Context: an optimization exercise on an open-source flow, tuned for small area and a short achievable clock period. The choices shown serve that exercise and are no tape-out recipe. No run shown here included a check of the RTL's function; only the layout flow was run.

## flow/standard.sh

```bash
#!/bin/bash
# synth_recipe.tcl (not shown) runs the flow's synth.tcl, then flattens the netlist and writes it again
# the make line also repeats each setting of config.mk as NAME=value (left out here)
make -C /OpenROAD-flow-scripts/flow DESIGN_CONFIG=/design/flow/config.mk WORK_HOME=/design/flow/orfs CLKGATE_MAP_FILE= SYNTH_SCRIPT=/design/flow/synth_recipe.tcl "${@:-finish}"
```

## flow/design.v

```verilog
module mdu_add_row #(
  parameter int W = 35
) (
  input  logic [W-1:0] x,
  input  logic [W-1:0] y,
  input  logic         ci,
  output logic [W-1:0] s,
  output logic         co
);
  logic [W:0] c;
  always_comb begin
    c[0] = ci;
    for (int i = 0; i < W; i++) begin
      s[i]   = x[i] ^ y[i] ^ c[i];
      c[i+1] = (x[i] & y[i]) | (x[i] & c[i]) | (y[i] & c[i]);
    end
  end
  assign co = c[W];
endmodule
module mdu_csel_row #(
  parameter int L = 26
) (
  input  logic [34:0] x,
  input  logic [34:0] y,
  input  logic        ci,
  output logic [34:0] s,
  output logic        c33
);
  logic        cl, co0, co1;
  logic [32-L:0] su0, su1;
  mdu_add_row #(L)      u_lo (.x(x[L-1:0]), .y(y[L-1:0]), .ci(ci),   .s(s[L-1:0]), .co(cl));
  mdu_add_row #(33 - L) u_u0 (.x(x[32:L]),  .y(y[32:L]),  .ci(1'b0), .s(su0),      .co(co0));
  mdu_add_row #(33 - L) u_u1 (.x(x[32:L]),  .y(y[32:L]),  .ci(1'b1), .s(su1),      .co(co1));
  assign s[32:L] = cl ? su1 : su0;
  assign c33     = cl ? co1 : co0;
  logic unused;
  mdu_add_row #(2)      u_hi (.x(x[34:33]), .y(y[34:33]), .ci(c33),  .s(s[34:33]), .co(unused));
endmodule
module mdu_hilo #(
  parameter int MULT_CYCLES = 5,
  parameter int DIV_CYCLES  = 10
) (
  input  logic        clk,
  input  logic        reset,
  input  logic [3:0]  MDU_op,
  input  logic        start,
  input  logic        Req,
  input  logic [31:0] E_V1_f,
  input  logic [31:0] E_V2_f,
  output logic        busy,
  output logic [31:0] MDU_out
);
  localparam logic [3:0] OP_MULT  = 4'd1;
  localparam logic [3:0] OP_MULTU = 4'd2;
  localparam logic [3:0] OP_DIV   = 4'd3;
  localparam logic [3:0] OP_DIVU  = 4'd4;
  localparam logic [3:0] OP_MFHI  = 4'd5;
  localparam logic [3:0] OP_MFLO  = 4'd6;
  localparam logic [3:0] OP_MTHI  = 4'd7;
  localparam logic [3:0] OP_MTLO  = 4'd8;
  logic        busy_q;           
  logic        zh_q, zl_q;       
  logic        nh_q, nl_q;       
  logic [3:0]  k_q;              
  logic        mul_q;            
  logic        com_q;            
  logic        sgn_q;            
  logic        corr_q;           
  logic        bp_q;             
  logic        mc_q;             
  logic [1:0]  qt_q;             
  logic        ax_q;             
  logic [31:0] hi_q, lo_q, b_q;
  function automatic logic [31:0] cneg(input logic [31:0] v, input logic n);
    logic c;
    c = 1'b0;
    for (int i = 0; i < 32; i++) begin
      cneg[i] = v[i] ^ c;
      c       = c | (n & v[i]);
    end
  endfunction
  function automatic logic [34:0] bsel(input logic [34:0] yx, input logic one,
                                       input logic two, input logic neg);
    for (int i = 0; i < 35; i++)
      bsel[i] = ((one & yx[i]) | (two & ((i > 0) ? yx[(i > 0) ? i-1 : 0] : 1'b0))) ^ neg;
  endfunction
  logic acc, op_mul, op_div, op_mult, op_div_s;
  assign acc      = start & ~Req & ~busy_q;
  assign op_mult  = (MDU_op == OP_MULT);
  assign op_mul   = (MDU_op == OP_MULT) | (MDU_op == OP_MULTU);
  assign op_div_s = (MDU_op == OP_DIV);
  assign op_div   = (MDU_op == OP_DIV) | (MDU_op == OP_DIVU);
  logic        a_neg, b_neg, bz, dsmall, q31, q30, r1;
  logic [1:0]  dlo, x2, r2;
  logic [31:0] a_abs;
  always_comb begin
    a_neg  = op_div_s & E_V1_f[31];
    b_neg  = op_div_s & E_V2_f[31];
    a_abs  = cneg(E_V1_f, a_neg);
    bz     = (E_V2_f == 32'd0);
    dsmall = b_neg ? ((&E_V2_f[31:2]) & (|E_V2_f[1:0])) : ~(|E_V2_f[31:2]);
    dlo    = b_neg ? {E_V2_f[1] ^ E_V2_f[0], E_V2_f[0]} : E_V2_f[1:0];
    q31    = a_abs[31] & dsmall & (dlo == 2'd1);
    r1     = a_abs[31] & ~q31;
    x2     = {r1, a_abs[30]};
    q30    = dsmall & (x2 >= dlo);
    r2     = q30 ? (x2 - dlo) : x2;
  end
  logic dm, mm, mc;
  assign dm = ~mul_q;                        
  assign mm = mul_q & ~mc_q;                 
  assign mc = mc_q;                          
  logic        bs;
  logic [34:0] yx;
  assign bs = sgn_q & b_q[31];
  assign yx = {bs, bs, bs, b_q};
  logic [3:0] one, two, neg;
  always_comb begin
    for (int r = 0; r < 4; r++) begin
      logic b2, b1, b0;
      b2 = lo_q[2*r+1];
      b1 = lo_q[2*r];
      b0 = (r == 0) ? bp_q : lo_q[(r == 0) ? 0 : 2*r-1];
      one[r] = b1 ^ b0;
      two[r] = (b2 & ~b1 & ~b0) | (~b2 & b1 & b0);
      neg[r] = b2 & ~(b1 & b0);
    end
    if (dm) begin
      one[2:0] = 3'b111;
      two[2:0] = 3'b000;
      neg[2:0] = {3{~bs}};
    end
    if (mc) begin
      one[0] = corr_q;
      two[0] = 1'b0;
      neg[0] = 1'b0;
    end
  end
  logic [34:0] x1, x2r, x3, x4, y1, y2, y3, y4, s1, s2, s3, s4, rr1, rr2, rr3;
  logic        c1, c2, c3, c4;
  assign x1 = dm ? {ax_q, ax_q, hi_q, lo_q[29]} : {ax_q, ax_q, ax_q, hi_q};
  assign y1 = bsel(yx, one[0], two[0], neg[0]);
  mdu_csel_row u_r1 (.x(x1), .y(y1), .ci(neg[0]), .s(s1), .c33(c1));
  assign rr1 = {s1[34:32], ~c1 ? x1[31:0] : s1[31:0]};
  assign x2r = dm ? {s1[34], s1[34], rr1[31:0], lo_q[28]} : {s1[34], s1[34], s1[34:2]};
  assign y2  = bsel(yx, one[1], two[1], neg[1]);
  mdu_csel_row u_r2 (.x(x2r), .y(y2), .ci(neg[1]), .s(s2), .c33(c2));
  assign rr2 = {s2[34:32], ~c2 ? x2r[31:0] : s2[31:0]};
  assign x3 = dm ? {s2[34], s2[34], rr2[31:0], lo_q[27]} : {s2[34], s2[34], s2[34:2]};
  assign y3 = bsel(yx, one[2], two[2], neg[2]);
  mdu_csel_row u_r3 (.x(x3), .y(y3), .ci(neg[2]), .s(s3), .c33(c3));
  assign rr3 = {s3[34:32], ~c3 ? x3[31:0] : s3[31:0]};
  assign x4 = {s3[34], s3[34], s3[34:2]};
  assign y4 = bsel(yx, one[3], two[3], neg[3]);
  mdu_add_row u_r4 (.x(x4), .y(y4), .ci(neg[3]), .s(s4), .co(c4));
  logic last;
  assign last = mul_q ? (k_q == 4'd4) : (k_q == 4'd9);
  always_ff @(posedge clk or negedge reset) begin
    if (!reset) begin
      busy_q <= 1'b0;
      zh_q   <= 1'b1;
      zl_q   <= 1'b1;
    end else begin
      if (busy_q) begin
        if (last) busy_q <= 1'b0;
      end else if (acc && (op_mul || op_div)) begin
        busy_q <= 1'b1;
      end
      if (acc && ((MDU_op == OP_MTHI) || op_mul || (op_div && !bz))) zh_q <= 1'b0;
      if (acc && ((MDU_op == OP_MTLO) || op_mul || (op_div && !bz))) zl_q <= 1'b0;
    end
  end
  always_ff @(posedge clk) begin
    bp_q <= busy_q & lo_q[7];
    mc_q <= busy_q & mul_q & (k_q == 4'd3);
    if (!busy_q) begin
      b_q    <= E_V2_f;
      k_q    <= 4'd0;
      mul_q  <= op_mul;
      com_q  <= op_mul | ~bz;
      sgn_q  <= op_mult | op_div_s;
      corr_q <= (MDU_op == OP_MULTU) & E_V1_f[31];
    end else begin
      k_q <= k_q + 4'd1;
    end
    if (acc) begin
      case (MDU_op)
        OP_MTHI: begin
          hi_q <= E_V1_f;
          nh_q <= 1'b0;
        end
        OP_MTLO: begin
          lo_q <= E_V1_f;
          nl_q <= 1'b0;
        end
        OP_MULT, OP_MULTU: begin
          ax_q <= 1'b0;
          hi_q <= 32'd0;
          lo_q <= E_V1_f;
          nh_q <= 1'b0;
          nl_q <= 1'b0;
        end
        OP_DIV, OP_DIVU: begin
          if (!bz) begin
            hi_q <= {30'd0, r2};
            lo_q <= a_abs;
            qt_q <= {q31, q30};
            nh_q <= a_neg;
            nl_q <= a_neg ^ b_neg;
          end
        end
        default: ;
      endcase
    end else if (busy_q && com_q) begin
      if (mm) begin
        {ax_q, hi_q} <= s4[34:2];
        lo_q         <= {s4[1:0], s3[1:0], s2[1:0], s1[1:0], lo_q[31:8]};
      end else if (mc) begin
        {ax_q, hi_q} <= s1[32:0];
      end else begin
        hi_q <= rr3[31:0];
        lo_q <= {last ? qt_q : lo_q[28:27], lo_q[26:0], c1, c2, c3};
      end
    end
  end
  logic [31:0] hi_out, lo_out;
  assign hi_out  = cneg(hi_q, nh_q);
  assign lo_out  = cneg(lo_q, nl_q);
  assign busy    = busy_q;
  assign MDU_out = ({32{(MDU_op == OP_MFHI) & ~zh_q}} & hi_out) |
                   ({32{(MDU_op == OP_MFLO) & ~zl_q}} & lo_out);
endmodule
```

## flow/config.mk

```make
export PLATFORM = sky130hd
export DESIGN_NAME = mdu_hilo
export DESIGN_NICKNAME = mdu_hilo
export VERILOG_FILES = /design/flow/design.v
export SDC_FILE = /design/flow/constraint.sdc
export NUM_CORES = 4
export LEC_CHECK = 0
export ABC_AREA = 1
export CAP_MARGIN = 30
export CORE_MARGIN = 2
export CORE_UTILIZATION = 40
export SLEW_MARGIN = 30
```

## flow/flow/abc_area_nosize.script

```
strash
dch
map -B 0.9
topo
stime -c
```

## flow/flow/run.sh

```bash
#!/bin/bash
# The standard layout (standard.sh) with two changes:
#  * synthesis maps with ORFS's area ABC script minus its buffer/upsize/dnsize passes
#    (flow/abc_area_nosize.script); everything else in synthesis is synth_recipe.tcl as is,
#    so the registers, their names and cell types are the standard synthesis's;
#  * the port buffers that global placement inserts on every input and output are buf_2
#    cells rather than the delay-buffer cell buffer_ports picks by default.
set -euo pipefail
cd "$(dirname "$0")/.."
work=$(pwd)
{
  head -n 1 synth_recipe.tcl
  echo "proc abc {args} {"
  echo "  set i [lsearch -exact \$args -script]"
  echo "  if {\$i >= 0} { lset args [expr {\$i + 1}] {$work/flow/abc_area_nosize.script} }"
  echo "  yosys abc {*}\$args"
  echo "}"
  tail -n +2 synth_recipe.tcl
} > own_synth.tcl
export BUFFER_PORTS_ARGS="-buffer_cell sky130_fd_sc_hd__buf_2"
bash standard.sh SYNTH_SCRIPT="$work/own_synth.tcl" finish > standard_flow.log 2>&1
```

## flow/constraint.sdc

```tcl
create_clock -name core_clock -period 105.0 [get_ports {clk}]
set_input_delay 21.0000 -clock core_clock [delete_from_list [all_inputs] [get_ports {clk}]]
set_output_delay 21.0000 -clock core_clock [all_outputs]
set_load 0.01 [all_outputs]
```

==> metrics.md, run 1 <==
| Metric | Value |
|---|---|
| Largest net degree at the start of global routing | `74` |
| Crit start category | `primary input` |
| Port-buffer cells | `104` |
| Final Max Tran Viols | `0` |
| Non-Filler Instances | `2837` |
| Layout cell share with drive strength beyond 1 | `under 10%` |
| Tot GR Track Use | `29.63%` |
| Worst Hold Class | `reg2reg` |
| Placed Cells | `around 2800` |
| Layout area overhead | `13.46%` |
| WS Path Type | `in2out` |
| Setup bufs post-CTS | `0` |
| Crit end category | `output pin` |
| Syn Nets | `2362` |
| Crit-path max FO | `23` |
| Gr ovfl total | `0` |
| RSZ-0062 raised after global routing | `no` |
| Initial DRT Pass Iterations | `5` |
| Mapped cell area | `15480 sq um` |
| Detailed Route WL | `59470 microns` |
| Data required time of the worst path | `84.00 ns` |
| # clock sinks | `114` |
| Final Hold Viols | `0` |
| Post-synthesis sequential area ratio | `between 20% and 30%` |
| CTS Hold Bufs | `0` |
| Cts repair resizes | `0` |
| Synth cell types | `38` |
| Root buffer cell | `clkbuf_16` |
| Via count | `16447` |
| Chip width | `200.7 microns` |
| Insertion delay to the later sink of the worst-skew pair | `0.46 ns` |
| Cts bufs inserted | `17` |
| Worst-path clk slew | `0.06 ns` |
| Setup Viol. Count Final | `0` |
| Routed wire length per instance | `between 20 and 25 microns` |
| Die area | `40290 sq um` |
| Crit path DAT | `roughly 23 ns` |
| Final period util | `42.20%` |
| HPWL Detailed | `44700 microns` |
| Synthesized instance count | `2147` |
| Critical path cell sequence | `buf_2, clkinv_1, nor2_1, clkinv_1, nor3_1, buf_4, clkinv_1, a21oi_1, o21ai_0, o21ai_0, buf_2` |
| Initial antenna violation count | `0` |
| Layout fillers | `roughly 4000` |
| Max clock buf depth | `2` |
| Max cap viols | `0` |
| Number of remaining DRC errors | `0` |
| Vias/cell | `between 5 and 6` |
| # IOs | `105` |
| Final critical-path required period | `44.31 ns` |
| Antenna cells | `0` |
| # nets final | `2521` |
| CP peak stage delay | `0.69 ns` |
| Mean Syn Cell Area | `7.210 sq um` |
| Iter 0 DRT Violations | `~1700` |
| GP Congestion | `0.9375` |
| Core area | `38470 sq um` |
| Fin Clk Skew | `0.01490 ns` |
| H-tree depth | `4` |
| Worst Tran Pin Value | `1.015 ns` |
| FMAX | `22.57 MHz` |
| #FFs+latches synth | `114` |
| Status | `complete, no violations` |
| First-pass GRT wire length | `91940 microns` |
| YS warnings | `5` |
| Initial Util | `40.24%` |
| Most common cell type on the critical path | `clkinv_1` |
| Relative slew slack | `32.06%` |
| Slowest cell on the critical path | `clkinv_1` |
| Rows | `72` |
| Setup TNS | `0 ns` |
| CTS tree | `built` |
| Chip height | `~200 microns` |
| Vias in the first global route | `between 15000 and 20000` |
| Antenna-violating nets left | `0` |
per-stage QoR:
step | area (sq um) | setup slack (ns) | util, % | hold WS [ns]
6_report | 17560 | 60.69 | 45.66 | 0.4615
3_3_place_gp | 16980 | 60.81 | 44.15 | 0.4594
4_1_cts | 17560 | 60.78 | 45.66 | 0.4651
3_5_place_dp | 16990 | 60.78 | 44.16 | 0.4566
5_1_grt | 17560 | 60.13 | 45.66 | 0.4863
2_1_floorplan | 15480 | 57.80 | - | 0.4386
metal layers:
layer / global-route usage [%] / vias up / part of all wire (%)
li1: - / 7688 / -
met3: 6.218 / 107 / 9.3
met5: 0 / - / 0
met2: 47.02 / 836 / 46
met4: 10.24 / 0 / 3.2
met1: 40.13 / 7816 / 42
cells in the final DEF (no fill, tap or decap), drive strengths merged, types with 25 or more instances in the layout:
master | Yosys | routed
edfxtp | 105 | 105
a21oi | 108 | 108
clkbuf | 0 | 25
nor2 | 142 | 142
o21ai | 223 | 223
xor2 | 158 | 158
ha | 32 | 32
xnor2 | 31 | 31
o22ai | 160 | 160
o211ai | 32 | 32
buf | 0 | 140
clkinv | 340 | 343
nand2 | 444 | 444
nand3 | 150 | 150
fa | 111 | 111
final timing paths:
kind	end	cells after the start	from	slack [ns]
setup / recovery	MDU_out[4]	11	MDU_op[2]	60.69
hold / removal	zl_q	2	zl_q	0.46
setup reg to reg	hi_q[31]	118	mc_q	61.80
hold reg to reg	zl_q	2	zl_q	0.46
max in group asynchronous	zl_q	1	reset	84.49
min in group asynchronous	busy_q	1	reset	20.32
logic make-up after synthesis:
family | after synthesis | share of synthesized area [%]
AND/OR/NAND/NOR | 787 | 21.05
flip-flops | 114 | 21.65
adder cells (fa/ha/maj) | 143 | 16.94
AO/OA/AOI/OAI | 571 | 21.23
multiplexers | 3 | 0.1940
buffers and inverters | 340 | 8.244
XOR/XNOR | 189 | 10.69
cells in the mapped netlist:
| cell | count | area share (%) |
|---|---|---|
| edfxtp_1 | 105 | 20 |
| a211oi_1 | 21 | 1.0 |
| a21oi_1 | 108 | 3.5 |
| dfxtp_1 | 6 | 0.78 |
| a31o_2 | 3 | 0.17 |
| dfstp_2 | 2 | 0.34 |
| a32oi_1 | 1 | 0.057 |
| nand3b_1 | 1 | 0.049 |
| o32ai_1 | 1 | 0.057 |
| a32o_1 | 1 | 0.065 |
| nor2_1 | 142 | 3.4 |
| a221oi_1 | 2 | 0.11 |
| xnor2_1 | 31 | 1.8 |
| o31ai_1 | 1 | 0.049 |
| o211ai_1 | 32 | 1.6 |
| o21ai_0 | 223 | 7.2 |
| nor3_1 | 11 | 0.36 |
| dfrtp_1 | 1 | 0.16 |
| mux2i_1 | 3 | 0.19 |
| o2bb2ai_1 | 1 | 0.057 |
| o22ai_1 | 160 | 6.5 |
| a31oi_1 | 1 | 0.040 |
| and2_2 | 1 | 0.049 |
| xor2_1 | 158 | 8.9 |
| a22o_2 | 3 | 0.19 |
| a21o_2 | 2 | 0.11 |
| a22oi_1 | 1 | 0.049 |
| fa_1 | 111 | 14 |
| o21bai_1 | 1 | 0.049 |
| nand2_1 | 444 | 11 |
| ha_1 | 32 | 2.6 |
| o21a_1 | 3 | 0.15 |
| nand4_1 | 11 | 0.44 |
| nor4_1 | 11 | 0.44 |
| nand3_1 | 150 | 4.8 |
| or2_2 | 16 | 0.65 |
| o221ai_1 | 6 | 0.34 |
| clkinv_1 | 340 | 8.2 |
sequential cells by signal (all words and copies together) (netlist names), 2 cells and up:
name / flops
qt_q: 2
hi_q: 32
k_q: 4
lo_q: 32
b_q: 32
final cells by class:
type	count	area (sq um)	area share (%)
flip-flops and latches	114	3351	19.08
well taps	518	648.1	3.690
clock buffers	25	529.3	3.013
clock inverters	7	46.29	0.2636
multi-input cells	1693	10920	62.18
inverters	340	1277	7.274
repair buffers	140	790.8	4.502
worst max-delay path, delay by kind of cell:
kind	cells	cell delay [ns]
buf+inv	6	1.43
compound gates	3	0.57
simple gates	2	0.27
==> inputs of run 2 (changes only) <==
==> flow/flow/run.sh (replaced) <==
#!/bin/bash
# The standard layout (standard.sh) with two changes:
#  * synthesis maps with a plain area-recovery ABC script (strash, dch, amap)
#    (flow/abc_amap.script); everything else in synthesis is synth_recipe.tcl as is,
#    so the registers, their names and cell types are the standard synthesis's;
#  * the port buffers that global placement inserts on every input and output are buf_2
#    cells rather than the delay-buffer cell buffer_ports picks by default.
set -euo pipefail
cd "$(dirname "$0")/.."
work=$(pwd)
{
  head -n 1 synth_recipe.tcl
  echo "proc abc {args} {"
  echo "  set i [lsearch -exact \$args -script]"
  echo "  if {\$i >= 0} { lset args [expr {\$i + 1}] {$work/flow/abc_amap.script} }"
  echo "  yosys abc {*}\$args"
  echo "}"
  tail -n +2 synth_recipe.tcl
} > own_synth.tcl
export BUFFER_PORTS_ARGS="-buffer_cell sky130_fd_sc_hd__buf_2"
bash standard.sh SYNTH_SCRIPT="$work/own_synth.tcl" finish > standard_flow.log 2>&1
==> flow/flow/abc_amap.script (new file) <==
strash
dch
amap
topo
stime -c
removed: flow/flow/abc_area_nosize.script
==> run 2 against run 1 <==
Cell area shrank 7.1%. Utilization up 0.45 points. Non-clock buffer count up 1. Global-route usage rose by 1.9 points. Clock skew is 0.0016 ns lower. Hold slack improved by 0.022 ns. Synthesized cell count down 13%. Wire length down 2.4%. Register-to-register slack worse by 1.5 ns. Critical endpoint is now hi_q[31]. Largest cell class unchanged. Highest routed layer unchanged.
==> metrics.md, run 2 <==
| Metric | Value |
|---|---|
| Status | `complete, no violations` |
| H-tree depth | `4` |
| Relative slew slack | `41.83%` |
| Met2 WL | `25960 microns` |
| Post-synth ARST share | `~2.6%` |
| Number of remaining DRC errors | `0` |
| Mean Syn Cell Area | `roughly 7.6 sq um` |
| Worst Hold Class | `reg2reg` |
| Post-synth EDFFs | `between 100 and 150` |
| Worst-path clk slew | `roughly 0.060 ns` |
| Layout cell share with drive strength beyond 1 | `under 10%` |
| Final critical-path required period | `between 40 and 50 ns` |
| Final period util | `42.61%` |
| Mapped cell area | `14280 sq um` |
| Post-synth top cells | `o22ai_1 (361), clkinv_1 (313), nor2_1 (256)` |
| Syn Nets | `2093` |
| Cts repair resizes | `0` |
| # IOs | `105` |
| Layout area overhead | `14.26%` |
| CP peak stage delay | `0.72 ns` |
| Iter 0 DRT Violations | `1673` |
| Post-synthesis sequential area ratio | `23.46%` |
| CTS Hold Bufs | `0` |
| Synthesized instance count | `1878` |
| Data required time of the worst path | `105.15 ns` |
| Vias in the first global route | `14840` |
| Die area | `37240 sq um` |
| DR WL met3 | `5137 microns` |
| Post-DP Area | `approximately 16000 sq um` |
| Synth area leaders | `edfxtp_1 (22%), o22ai_1 (16%), fa_1 (16%)` |
| Initial antenna violation count | `0` |
| Initial Util | `40.35%` |
| Synth cell types | `45` |
| Slowest cell on the critical path | `dfxtp_1` |
| Final Max Tran Viols | `0` |
| Chip height | `193.0 microns` |
| Setup TNS | `0 ns` |
| Initial DRT Pass Iterations | `8` |
| FMAX | `22.35 MHz` |
| Antenna-violating nets left | `0` |
| # clock sinks | `about 110` |
| Root buffer cell | `clkbuf_16` |
| Post-synth top area cell | `edfxtp_1` |
| First-pass GRT wire length | `87720 microns` |
| CTS tree | `built` |
| Insertion delay to the later sink of the worst-skew pair | `0.45 ns` |
| Reg-to-reg setup timing slack | `60.26 ns` |
| Fin worst setup slack | `60.26 ns` |
| Top flop regs | `b_q: 32 flops, hi_q: 32 flops, lo_q: 32 flops` |
| Max cap viols | `0` |
| Antenna cells | `0` |
| Final Hold Viols | `0` |
| Tot GR Track Use | `31.55%` |
| Placed Cells | `2480` |
| # nets final | `between 2000 and 2500` |
| Max clock buf depth | `2` |
| Worst setup startpoint | `mc_q` |
| Ys flop type | `edfxtp_1` |
| Worst Tran Pin Value | `~0.87 ns` |
| Fin Clk Skew | `roughly 0.013 ns` |
| Largest net degree at the start of global routing | `72` |
| Routed wire length per instance | `around 23 microns` |
| CP Capture Point | `hi_q[31]` |
| Crit-path max FO | `46` |
| Post-synth top area share | `22.07%` |
| GP Congestion | `0.9153` |
| R2R depth | `~120` |
| Chip width | `193.0 microns` |
| R2r endpoint | `hi_q[31]` |
| Crit path DAT | `44.89 ns` |
| Leading cell type in the layout, fill and taps excluded | `o22ai_1` |
| Fin area | `16320 sq um` |
| Port-buffer cells | `104` |
| Core area | `35400 sq um` |
| Detailed Route WL | `58070 microns` |
| Top layer used by detailed routing | `met4` |
| Most common cell type on the critical path | `fa_1` |
| Crit start category | `flop` |
| Gr ovfl total | `0` |
| Layout Utilization | `a little under half` |
| HPWL Detailed | `42940 microns` |
| Count leader, synth | `o22ai_1` |
| Crit end category | `flop` |
| WL met1 | `23880 microns` |
| #FFs+latches synth | `114` |
| Layout fillers | `3568` |
| RR Startpoint | `mc_q` |
| Rows | `69` |
| Setup Viol. Count Final | `0` |
| Place WS | `about 60 ns` |
| RSZ-0062 raised after global routing | `no` |
| Setup bufs post-CTS | `0` |
| YS warnings | `5` |
| Commonest non-fill, non-tap cells in the layout | `o22ai_1 (360), clkinv_1 (311), nor2_1 (250)` |
| Cts bufs inserted | `17` |
| Vias/cell | `6.354` |
| Non-Filler Instances | `2512` |
| Via count | `15962` |
| WS Path Type | `reg2reg` |
-- run 2: through the flow --
| step | hold slack, ns |
|---|---|
| global route | 0.5032 |
| global placement | 0.4654 |
| detailed placement | 0.4749 |
| floorplan | 0.4415 |
| CTS | 0.4889 |
| finish | 0.4833 |
-- run 2: how the worst min path moves through the flow --
stage	end	start	slack, ns	depth (start not counted)
3_3_place_gp	k_q[0]	k_q[0]	0.47	1
3_5_place_dp	k_q[0]	k_q[0]	0.47	1
4_1_cts	k_q[0]	k_q[0]	0.49	1
6_report	k_q[0]	k_q[0]	0.48	1
2_1_floorplan	k_q[0]	k_q[0]	0.44	1
5_1_grt	zh_q	zh_q	0.50	1
-- run 2: logic make-up (layout without fill, tap and decap cells) --
logic type / after synthesis / count (layout) / synth area share, %
AOI/OAI and AO/OA: 912 / 912 / 38.66
and+or+nand+nor: 395 / 395 / 11.24
buffers and inverters: 313 / 486 / 8.225
adders and majority gates: 143 / 143 / 18.36
DFF: 114 / 114 / 23.46
xor gates and xnor gates: 1 / 1 / 0.06133
-- run 2: cell type report --
class	instances	area, sq um	area share (%)
well taps	461	576.8	3.534
multi-input cells	1451	9832	60.24
inverters	313	1176	7.206
clock buffers	19	442.9	2.714
repair buffers	141	805.8	4.937
flip-flops and latches	114	3351	20.53
clock inverters	13	136.4	0.8356
-- run 2: critical path: cells and delay by family, from the launching register on --
| kind | cells | cell delay (ns) |
|---|---|---|
| flops | 1 | 0.72 |
| buf+inv | 12 | 3.64 |
| simple gates | 9 | 0.89 |
| fa+ha+maj | 84 | 36.33 |
| compound gates | 12 | 2.75 |
-- run 2: metal layers --
layer	track usage (%)	up-vias
met5	0	-
met4	16.26	0
met3	5.665	160
met2	49.93	872
met1	41.39	7471
li1	-	7459
==> inputs of run 3 (changes only) <==
==> flow/flow/run.sh (replaced) <==
#!/bin/bash
# The standard layout (standard.sh, unchanged synthesis and steps), except that the
# port buffers that global placement inserts on every input and output are buf_2 cells
# rather than the delay-buffer cell buffer_ports picks by default.
set -euo pipefail
cd "$(dirname "$0")/.."
export BUFFER_PORTS_ARGS="-buffer_cell sky130_fd_sc_hd__buf_2"
bash standard.sh > standard_flow.log 2>&1
removed: flow/flow/abc_amap.script
==> run 3 against run 2 <==
Fmax is 1.9% higher. Setup slack better by 0.83 ns. Cell area is 8.9% higher. Global-route usage is 2.4 points lower. Flip-flop and latch count stayed put. Register-to-register slack better by 1.6 ns. Die area is 13% higher. First-iteration DRC count is 22% higher.
==> metrics.md, run 3 <==
| Metric | Value |
|---|---|
| Iter 0 DRT Violations | `2044` |
| Cts bufs inserted | `17` |
| Number of remaining DRC errors | `0` |
| YS warnings | `5` |
| Post-synth top cells | `nand2_1 (434), inv_1 (325), o21ai_0 (202)` |
| Final Hold Viols | `0` |
| Fin Clk Skew | `0.01465 ns` |
| # nets final | `2519` |
| RR Startpoint | `mc_q` |
| Fin area | `17770 sq um` |
| R2R depth | `116` |
| FMAX | `22.77 MHz` |
| Setup Viol. Count Final | `0` |
| Largest net degree at the start of global routing | `74` |
| Crit-path max FO | `24` |
| Final critical-path required period | `between 40 and 50 ns` |
| Syn Nets | `2485` |
| Insertion delay to the later sink of the worst-skew pair | `0.43 ns` |
| GP Congestion | `0.9730` |
| # IOs | `105` |
| Leading cell type in the layout, fill and taps excluded | `nand2_1` |
| Post-DP Area | `roughly 17000 sq um` |
| Vias/cell | `5.812` |
| Setup TNS | `0 ns` |
| Place WS | `approximately 60 ns` |
| Crit start category | `primary input` |
| RSZ-0062 raised after global routing | `no` |
| Post-synth EDFFs | `105` |
| Non-Filler Instances | `2842` |
| Fin worst setup slack | `61.09 ns` |
| First-pass GRT wire length | `between 90000 and 100000 microns` |
| Synth area leaders | `edfxtp_1 (19%), fa_1 (14%), nand2_1 (10%)` |
| #FFs+latches synth | `around 110` |
| Status | `complete, no violations` |
| Crit end category | `output pin` |
| Synthesized instance count | `between 2000 and 2500` |
| Core area | `39910 sq um` |
| Post-synth ARST share | `2.632%` |
| Hold path depth | `2` |
| Worst-path clk slew | `0.07 ns` |
| Max clock buf depth | `2` |
| Worst setup startpoint | `MDU_op[2]` |
| Layout area overhead | `9.607%` |
| Ys flop type | `edfxtp_1` |
| Antenna cells | `0` |
| Chip height | `205.3 microns` |
| Cts repair resizes | `0` |
| Port-buffer cells | `104` |
| Relative slew slack | `about a third` |
| Setup bufs post-CTS | `0` |
| Antenna-violating nets left | `0` |
| Post-synth top area share | `19.44%` |
| Rows | `73` |
| Detailed Route WL | `60850 microns` |
| Synth cell types | `60` |
| Crit path DAT | `22.91 ns` |
| Data required time of the worst path | `84.00 ns` |
| Commonest non-fill, non-tap cells in the layout | `nand2_1 (433), inv_1 (325), o21ai_0 (202)` |
| Final period util | `between 40% and 50%` |
| Count leader, synth | `nand2_1` |
| Worst Hold Class | `reg2reg` |
| CTS Hold Bufs | `0` |
| # clock sinks | `114` |
| CTS tree | `built` |
| Mean Syn Cell Area | `7.143 sq um` |
| Chip width | `205.3 microns` |
| Hold endpoint | `zl_q` |
| Final Max Tran Viols | `0` |
| R2r endpoint | `hi_q[31]` |
| HPWL Detailed | `45650 microns` |
| Mapped cell area | `16220 sq um` |
| Tot GR Track Use | `29.15%` |
| Initial Util | `40.63%` |
| Initial DRT Pass Iterations | `5` |
| Gr ovfl total | `0` |
| Initial antenna violation count | `1` |
| Placed Cells | `between 2000 and 3000` |
| Hold path startpoint | `zl_q` |
| Via count | `approximately 17000` |
| Die area | `42160 sq um` |
| Layout cell share with drive strength beyond 1 | `between 10% and 20%` |
| Post-synth top area cell | `edfxtp_1` |
| Max cap viols | `0` |
| H-tree depth | `4` |
| Worst Tran Pin Value | `0.9786 ns` |
| Reg-to-reg setup timing slack | `61.82 ns` |
| Vias in the first global route | `about 16000` |
| Root buffer cell | `clkbuf_16` |
| WS Path Type | `in2out` |
| Routed wire length per instance | `21.41 microns` |
| Top flop regs | `b_q: 32 flops, hi_q: 32 flops, lo_q: 32 flops` |
| Post-synthesis sequential area ratio | `20.66%` |
-- run 3: critical path: stages --
cell	delay, ns
buf_2	0.09
inv_1	0.05
nor2_1	0.08
inv_1	0.08
nor4_2	0.14
buf_4	0.26
inv_1	0.43
a21oi_1	0.29
o21ai_0	0.15
o21ai_0	0.14
buf_2	0.19
-- run 3: worst max path at each step --
stage / to / cells after the start / slack (ns)
final: MDU_out[29] / 11 / 61.09
after global routing: hi_q[31] / 117 / 60.26
after CTS: MDU_out[29] / 11 / 61.14
after detailed placement: MDU_out[29] / 11 / 61.15
after global placement: MDU_out[30] / 9 / 61.22
after floorplan: MDU_out[6] / 6 / 61.45
-- run 3: per-layer routing --
| layer | routed length, microns | vias to the layer above | global-route usage, % |
|---|---|---|---|
| li1 | - | 7638 | - |
| met1 | 25230 | 7805 | 39.65 |
| met2 | 26800 | 934 | 45.05 |
| met3 | 6207 | 140 | 5.908 |
| met4 | 2591 | 2 | 12.23 |
| met5 | 13 | - | 0 |
-- run 3: layout make-up --
| cell class | count | area, sq um |
|---|---|---|
| clock buffer | 17 | 425.4 |
| clock inverter | 15 | 182.7 |
| fill | 4119 | 22140 |
| inverter | 340 | 1276 |
| multi-input combinational | 1693 | 11110 |
| sequential | 114 | 3351 |
| tap | 525 | 656.9 |
| timing repair buffer | 138 | 775.7 |
-- run 3: cell families after synthesis --
family	count (synthesis)	share of synthesized area [%]
buffers and inverters	463	11.06
and+or+nand+nor	787	20.78
adders and majority gates	143	16.17
DFF	114	20.66
xor gates and xnor gates	189	10.21
AOI/OAI and AO/OA	571	20.93
muxes	3	0.1852
-- run 3: through the flow --
| stage | hold WS (ns) | util, % |
|---|---|---|
| 4_1_cts | 0.4661 | 44.53 |
| 2_1_floorplan | 0.4386 | - |
| 3_3_place_gp | 0.4534 | 43.00 |
| 6_report | 0.4630 | 44.53 |
| 5_1_grt | 0.4795 | 44.53 |
| 3_5_place_dp | 0.4574 | 43.00 |
==> inputs of run 4 (changes only) <==
--- a/flow/design.v
+++ b/flow/design.v
@@ -18,7 +18,7 @@
   assign co = c[W];
 endmodule
 module mdu_csel_row #(
-  parameter int L = 26
+  parameter int L = 23
 ) (
   input  logic [34:0] x,
   input  logic [34:0] y,
==> run 4 against run 3 <==
Register-to-register slack improved by 1.4 ns. Highest routed layer unchanged. Global-route usage decreased by 0.88 points. Non-clock buffer count decreased by 5. Flip-flop and latch count unchanged. Utilization decreased by 0.40 points. Die area increased by 2.4%. Critical endpoint is now MDU_out[30].
==> metrics.md, run 4 <==
| Metric | Value |
|---|---|
| Status | `complete, no violations` |
| Syn Nets | `2589` |
| Max clock buf depth | `2` |
| Post-synth top area share | `18.97%` |
| Count leader, synth | `nand2_1` |
| Crit-path max FO | `20` |
| Worst setup startpoint | `MDU_op[2]` |
| Setup TNS | `0 ns` |
| Rows | `74` |
| Root buffer cell | `clkbuf_16` |
| Mapped cell area | `about 17000 sq um` |
| # IOs | `105` |
| WS Path Type | `in2out` |
| Synth cell types | `62` |
| Setup bufs post-CTS | `0` |
| Post-synth EDFFs | `about 110` |
| Port-buffer cells | `104` |
| Number of remaining DRC errors | `0` |
| Data required time of the worst path | `84.00 ns` |
| Non-Filler Instances | `2942` |
| Initial antenna violation count | `2` |
| Layout cell share with drive strength beyond 1 | `11.49%` |
| Post-synthesis sequential area ratio | `20.16%` |
| Relative slew slack | `between 30% and 40%` |
| Final Hold Viols | `0` |
| Setup Viol. Count Final | `0` |
| Fin area | `18060 sq um` |
| Final Max Tran Viols | `0` |
| Crit end category | `output pin` |
| Tot GR Track Use | `between 20% and 30%` |
| Worst-path clk slew | `about 0.070 ns` |
| Via count | `16957` |
| Layout area overhead | `8.681%` |
| CTS Hold Bufs | `0` |
| H-tree depth | `4` |
| Placed Cells | `roughly 2900` |
| Routed wire length per instance | `21.05 microns` |
| Ys flop type | `edfxtp_1` |
| Layout Utilization | `44.13%` |
| Detailed Route WL | `between 60000 and 70000 microns` |
| Worst Hold Class | `reg2reg` |
| # nets final | `2613` |
| #FFs+latches synth | `~110` |
| Chip height | `207.8 microns` |
| Synth area leaders | `edfxtp_1 (19%), fa_1 (12%), nand2_1 (11%)` |
| HPWL Detailed | `around 46000 microns` |
| Post-DP Area | `17500 sq um` |
| First-pass GRT wire length | `95160 microns` |
| Crit path DAT | `22.72 ns` |
| Vias in the first global route | `between 15000 and 20000` |
| Max cap viols | `0` |
| Final critical-path required period | `43.72 ns` |
| Vias/cell | `5.764` |
| Top flop regs | `b_q: 32 flops, hi_q: 32 flops, lo_q: 32 flops` |
| Initial DRT Pass Iterations | `6` |
| Fin Clk Skew | `0.01920 ns` |
| Die area | `43190 sq um` |
| Hold path startpoint | `zl_q` |
| FMAX | `22.87 MHz` |
| Mean Syn Cell Area | `7.003 sq um` |
| RSZ-0062 raised after global routing | `no` |
| Commonest non-fill, non-tap cells in the layout | `nand2_1 (478), inv_1 (344), o21ai_0 (212)` |
| Insertion delay to the later sink of the worst-skew pair | `0.43 ns` |
| Crit start category | `primary input` |
| CTS tree | `built` |
| Chip width | `207.8 microns` |
| Layout fillers | `4276` |
| Antenna cells | `0` |
| Post-synth ARST share | `2.632%` |
| Core area | `40920 sq um` |
| Cts bufs inserted | `17` |
| Antenna-violating nets left | `0` |
| Post-synth top cells | `nand2_1 (479), inv_1 (345), o21ai_0 (212)` |
| Gr ovfl total | `0` |
| Synthesized instance count | `2373` |
| Iter 0 DRT Violations | `1918` |
| Worst Tran Pin Value | `1.018 ns` |
| Initial Util | `about 41%` |
| Final period util | `a little over two fifths` |
| Cts repair resizes | `0` |
| YS warnings | `5` |
| Leading cell type in the layout, fill and taps excluded | `nand2_1` |
| RR Startpoint | `mul_q` |
| Largest net degree at the start of global routing | `64` |
| GP Congestion | `0.9725` |
| # clock sinks | `roughly 110` |
| Post-synth top area cell | `edfxtp_1` |
## run 4: cell count changes in the layout (fill, tap and decap cells not counted), sizes merged, moves of 9 or more
cell   delta
nand2    +45
inv      +38
a21oi    +20
nand3    -17
a31oi     +9
ha        +9
## run 4: cell families (layout without fill, tap and decap cells)
| kind of cell | count (synthesis) | after routing | share of synthesized area (%) |
|---|---|---|---|
| buffers and inverters | 510 | 547 | 12.14 |
| AO/OA/AOI/OAI | 604 | 604 | 21.55 |
| flip-flops | 114 | 114 | 20.16 |
| multiplexers | 4 | 4 | 0.2485 |
| adder cells (fa/ha/maj) | 144 | 144 | 15.50 |
| AND/OR/NAND/NOR | 812 | 812 | 20.65 |
| XOR/XNOR | 185 | 185 | 9.751 |
## run 4: metrics by stage
step | hold WS, ns | worst slack (ns)
floorplan | 0.4372 | 61.78
global placement | 0.4583 | 61.34
detailed placement | 0.4636 | 61.28
CTS | 0.4732 | 61.27
global route | 0.4933 | 61.08
finish | 0.4745 | 61.28
## run 4: path summary, 6_finish.rpt
kind / end / slack [ns] / depth (start not counted)
max: MDU_out[30] / 61.28 / 9
max reg2reg: hi_q[31] / 63.24 / 116
max in group asynchronous: zl_q / 84.45 / 1
min reg2reg: zl_q / 0.47 / 2
min: zl_q / 0.47 / 2
min in group asynchronous: busy_q / 20.35 / 1
## run 4: worst max-delay path, stage by stage
cell     delay [ns]
buf_2          0.09
inv_1          0.05
nor2_1         0.18
inv_1          0.10
nor4_2         0.13
buf_4          0.28
inv_1          0.32
o31ai_1        0.36
buf_2          0.19
## run 4: area by class of cell
cell class | count | area [sq um] | area share (%)
multi-input combinational | 1749 | 11290 | 62.51
inverter | 382 | 1436 | 7.953
clock inverter | 15 | 133.9 | 0.7413
sequential | 114 | 3351 | 18.55
clock buffer | 17 | 425.4 | 2.356
timing repair buffer | 133 | 758.2 | 4.198
tap | 532 | 665.6 | 3.686
## run 4: routing by layer
layer	GRT usage, %	part of all wire [%]	vias up
met3	5.113	9.3	145
met2	43.51	44	859
met1	38.66	42	8033
li1	-	-	7918
met5	0	0.024	-
met4	12.74	4.6	2
==> inputs of run 5 (changes only) <==
--- a/flow/design.v
+++ b/flow/design.v
@@ -18,7 +18,7 @@
   assign co = c[W];
 endmodule
 module mdu_csel_row #(
-  parameter int L = 23
+  parameter int L = 26
 ) (
   input  logic [34:0] x,
   input  logic [34:0] y,
@@ -67,8 +67,6 @@
   logic        sgn_q;            
   logic        corr_q;           
   logic        bp_q;             
-  logic        mc_q;             
-  logic [1:0]  qt_q;             
   logic        ax_q;             
   logic [31:0] hi_q, lo_q, b_q;
   function automatic logic [31:0] cneg(input logic [31:0] v, input logic n);
@@ -108,8 +106,8 @@
   end
   logic dm, mm, mc;
   assign dm = ~mul_q;                        
-  assign mm = mul_q & ~mc_q;                 
-  assign mc = mc_q;                          
+  assign mm = mul_q & (k_q != 4'd4);         
+  assign mc = mul_q & (k_q == 4'd4);         
   logic        bs;
   logic [34:0] yx;
   assign bs = sgn_q & b_q[31];
@@ -138,15 +136,15 @@
   end
   logic [34:0] x1, x2r, x3, x4, y1, y2, y3, y4, s1, s2, s3, s4, rr1, rr2, rr3;
   logic        c1, c2, c3, c4;
-  assign x1 = dm ? {ax_q, ax_q, hi_q, lo_q[29]} : {ax_q, ax_q, ax_q, hi_q};
+  assign x1 = dm ? {ax_q, ax_q, hi_q, lo_q[31]} : {ax_q, ax_q, ax_q, hi_q};
   assign y1 = bsel(yx, one[0], two[0], neg[0]);
   mdu_csel_row u_r1 (.x(x1), .y(y1), .ci(neg[0]), .s(s1), .c33(c1));
   assign rr1 = {s1[34:32], ~c1 ? x1[31:0] : s1[31:0]};
-  assign x2r = dm ? {s1[34], s1[34], rr1[31:0], lo_q[28]} : {s1[34], s1[34], s1[34:2]};
+  assign x2r = dm ? {s1[34], s1[34], rr1[31:0], lo_q[30]} : {s1[34], s1[34], s1[34:2]};
   assign y2  = bsel(yx, one[1], two[1], neg[1]);
   mdu_csel_row u_r2 (.x(x2r), .y(y2), .ci(neg[1]), .s(s2), .c33(c2));
   assign rr2 = {s2[34:32], ~c2 ? x2r[31:0] : s2[31:0]};
-  assign x3 = dm ? {s2[34], s2[34], rr2[31:0], lo_q[27]} : {s2[34], s2[34], s2[34:2]};
+  assign x3 = dm ? {s2[34], s2[34], rr2[31:0], lo_q[29]} : {s2[34], s2[34], s2[34:2]};
   assign y3 = bsel(yx, one[2], two[2], neg[2]);
   mdu_csel_row u_r3 (.x(x3), .y(y3), .ci(neg[2]), .s(s3), .c33(c3));
   assign rr3 = {s3[34:32], ~c3 ? x3[31:0] : s3[31:0]};
@@ -172,7 +170,6 @@
   end
   always_ff @(posedge clk) begin
     bp_q <= busy_q & lo_q[7];
-    mc_q <= busy_q & mul_q & (k_q == 4'd3);
     if (!busy_q) begin
       b_q    <= E_V2_f;
       k_q    <= 4'd0;
@@ -203,8 +200,7 @@
         OP_DIV, OP_DIVU: begin
           if (!bz) begin
             hi_q <= {30'd0, r2};
-            lo_q <= a_abs;
-            qt_q <= {q31, q30};
+            lo_q <= {a_abs[29:0], q31, q30};
             nh_q <= a_neg;
             nl_q <= a_neg ^ b_neg;
           end
@@ -219,7 +215,7 @@
         {ax_q, hi_q} <= s1[32:0];
       end else begin
         hi_q <= rr3[31:0];
-        lo_q <= {last ? qt_q : lo_q[28:27], lo_q[26:0], c1, c2, c3};
+        lo_q <= {lo_q[28:0], c1, c2, c3};
       end
     end
   end
==> flow/run.sh (new file) <==
#!/bin/bash
# synth_recipe.tcl (not shown) runs the flow's synth.tcl, then flattens the netlist and writes it again
# the make line also repeats each setting of config.mk as NAME=value (left out here)
make -C /OpenROAD-flow-scripts/flow DESIGN_CONFIG=/design/flow/config.mk WORK_HOME=/design/flow/orfs CLKGATE_MAP_FILE= SYNTH_SCRIPT=/design/flow/synth_recipe.tcl finish
--- a/flow/config.mk
+++ b/flow/config.mk
@@ -5,7 +5,6 @@
 export SDC_FILE = /design/flow/constraint.sdc
 export NUM_CORES = 4
 export LEC_CHECK = 0
-export ABC_AREA = 1
 export CAP_MARGIN = 30
 export CORE_MARGIN = 2
 export CORE_UTILIZATION = 40
removed: flow/flow/run.sh
removed: flow/standard.sh
==> run 5 against run 4 <==
Still clean on timing, DRC and antenna. Wire length shrank 0.87%. Cell area up 0.31%. Non-clock buffer count rose by 1. Synthesized cell count is 18% lower. First-iteration DRC count down 12%. Fmax is 1.9% lower. Critical path type unchanged. Critical endpoint is now MDU_out[28]. Highest routed layer is now met4.
==> metrics.md, run 5 <==
| Metric | Value |
|---|---|
| Status | `complete, no violations` |
| M1 GR Usage | `between 30% and 40%` |
| Post-synth top cells | `nand2_1 (187), nor2_1 (154), xor2_1 (133)` |
| Detailed Route WL | `61400 microns` |
| WS Path Type | `in2out` |
| Crit path DAT | `approximately 24 ns` |
| Gr ovfl total | `0` |
| Cts repair resizes | `0` |
| Final Hold Viols | `0` |
| Largest net degree at the start of global routing | `139` |
| Fin Clk Skew | `0.02420 ns` |
| Relative slew slack | `around 36%` |
| Synthesized instance count | `1938` |
| Data required time of the worst path | `84.00 ns` |
| Final Max Tran Viols | `0` |
| Crit-path max FO | `32` |
| Leading cell type in the layout, fill and taps excluded | `nand2_1` |
| Setup Viol. Count Final | `0` |
| Top flop regs | `b_q: 32 flops, hi_q: 32 flops, lo_q: 32 flops` |
| Hold path startpoint | `k_q[0]` |
| Chip height | `206.8 microns` |
| Port-buffer cells | `~100` |
| Initial antenna violation count | `0` |
| Routed wire length per instance | `roughly 25 microns` |
| Core area | `~40000 sq um` |
| Cts bufs inserted | `9` |
| Initial DRT Pass Iterations | `6` |
| Final critical-path required period | `about 45 ns` |
| # clock sinks | `111` |
| #FFs+latches synth | `~110` |
| Crit start category | `primary input` |
| CTS tree | `built` |
| Slowest cell on the critical path | `or4_2` |
| Worst setup startpoint | `MDU_op[1]` |
| Vias/cell | `6.233` |
| Ys flop type | `edfxtp_1` |
| # IOs | `105` |
| Syn Nets | `around 2200` |
| Layout cell share with drive strength beyond 1 | `6.527%` |
| M2 GR Usage | `between 40% and 50%` |
| Initial Util | `40.38%` |
| Count leader, synth | `nand2_1` |
| Synth cell types | `94` |
| H-tree depth | `3` |
| Post-synthesis sequential area ratio | `between 15 and 20%` |
| Most common cell type on the critical path | `clkdlybuf4s50_1` |
| Via count | `about 15000` |
| Fin worst setup slack | `60.43 ns` |
| CP peak stage delay | `1.08 ns` |
| Layout area overhead | `10.12%` |
| Place WS | `60.42 ns` |
| Antenna-violating nets left | `0` |
| Layout Utilization | `44.47%` |
| Mapped cell area | `16450 sq um` |
| GP Congestion | `0.9493` |
| Vias in the first global route | `around 15000` |
| Post-synth top area share | `18.80%` |
| CTS Hold Bufs | `0` |
| Final period util | `42.44%` |
| Tot GR Track Use | `29.03%` |
| Insertion delay to the later sink of the worst-skew pair | `0.40 ns` |
| Chip width | `between 200 and 250 microns` |
| Antenna cells | `0` |
| Setup TNS | `0 ns` |
| # nets final | `~2100` |
| Root buffer cell | `clkbuf_16` |
| Max clock buf depth | `2` |
| Commonest non-fill, non-tap cells in the layout | `nand2_1 (184), nor2_1 (151), xor2_1 (133)` |
| Post-synth EDFFs | `~100` |
| M3 GR Usage | `under 10%` |
| Setup bufs post-CTS | `0` |
| Crit end category | `output pin` |
| YS warnings | `5` |
| Mean Syn Cell Area | `8.488 sq um` |
| GR peak layer | `met2` |
| Post-synth ARST share | `about 2.7%` |
| Rows | `74` |
| Post-synth top area cell | `edfxtp_1` |
| Synth area leaders | `edfxtp_1 (19%), fa_1 (14%), xor2_1 (7.1%)` |
| Number of remaining DRC errors | `0` |
| Max cap viols | `0` |
| Worst Hold Class | `reg2reg` |
| RSZ-0062 raised after global routing | `no` |
| Iter 0 DRT Violations | `1695` |
| Worst Tran Pin Value | `0.9629 ns` |
| HPWL Detailed | `between 40000 and 50000 microns` |
| Die area | `roughly 43000 sq um` |
| Worst-path clk slew | `0.08 ns` |
| Critical path cell sequence | `clkdlybuf4s50_1, or4_2, o22ai_1, clkdlybuf4s50_1` |
| First-pass GRT wire length | `92140 microns` |
| FMAX | `22.44 MHz` |
| RR Startpoint | `k_q[0]` |
[run 5: path summary, 6_finish.rpt]
| kind | endpoint | slack [ns] | cells after the start |
|---|---|---|---|
| max in group asynchronous | zl_q | 83.94 | 1 |
| worst max register to register | hi_q[31] | 60.52 | 115 |
| worst min-delay path | k_q[0] | 0.49 | 1 |
| worst max-delay path | MDU_out[28] | 60.43 | 4 |
| worst min register to register | k_q[0] | 0.49 | 1 |
| min in group asynchronous | busy_q | 20.81 | 1 |
[run 5: cell type report]
cell class / instances / area (sq um)
clock inverter: 7 / 98.84
sequential: 111 / 3271
inverter: 60 / 225.2
clock buffer: 9 / 225.2
tap: 532 / 665.6
fill: 4018 / 22620
timing repair buffer: 134 / 1279
multi-input combinational: 1594 / 12350
[run 5: cell families after synthesis]
| family | count (synthesis) | share of synthesized area [%] |
|---|---|---|
| xor+xnor | 251 | 13.36 |
| compound gates | 593 | 24.17 |
| mux | 114 | 7.127 |
| fa+ha+maj | 146 | 16.16 |
| simple gates | 490 | 13.62 |
| buf+inv | 233 | 5.690 |
| flops | 111 | 19.88 |
[run 5: per-layer routing]
metal / wire length (microns) / vias to the layer above
li1: - / 6953
met5: 0 / -
met2: 28240 / 675
met1: 25560 / 7501
met4: 2697 / 0
met3: 4898 / 124
[run 5: through the flow]
step / area, sq um / hold WS [ns] / std cells
after detailed placement: 17780 / 0.4708 / 2431
after global placement: 17780 / 0.4585 / 2431
after floorplan: 16450 / 0.4446 / 1938
after global routing: 18110 / 0.5055 / 2447
final: 18110 / 0.4869 / 2447
after CTS: 18110 / 0.4893 / 2447
[run 5: critical path, delay by kind of cell]
| kind | cells | cell delay (ns) |
|---|---|---|
| buffers and inverters | 2 | 1.17 |
| AOI/OAI and AO/OA | 1 | 0.31 |
| and+or+nand+nor | 1 | 1.08 |

## separate check: timing with driven ports
The flow's constraints put no driver on any port. The routed layouts listed below were extracted and timed again, unchanged, in two steps.
Step 1 (the two cells are an assumption about what drives the block):
set clk [get_ports {clk}]
set_driving_cell -lib_cell sky130_fd_sc_hd__clkbuf_16 $clk
set_driving_cell -lib_cell sky130_fd_sc_hd__buf_2 [delete_from_list [all_inputs] $clk]
Step 2 moves the port delays by t, midway between the first and last clock arrival at a register: inputs arrive t later, outputs are due t later. That takes back most of the time a late clock gives input paths.
a / b / c = ideal / step 1 / step 2; a / b = the first two.
run | shift t [ns] | slack for setup (ns) | worst register clock-pin slew, ns | cell pins on the clock port's net
run 1 | 0.512 | 60.689 / 60.666 / 60.666 | 0.07 / 0.07 | 1
run 2 | 0.496 | 60.261 / 60.261 / 60.261 | 0.07 / 0.07 | 1
run 3 | 0.479 | 61.086 / 61.066 / 61.066 | 0.07 / 0.07 | 1
run 4 | 0.477 | 61.276 / 61.253 / 61.253 | 0.07 / 0.07 | 1
run 5 | 0.443 | 60.434 / 60.411 / 60.411 | 0.10 / 0.10 | 1
After both steps every run listed still meets setup and hold.
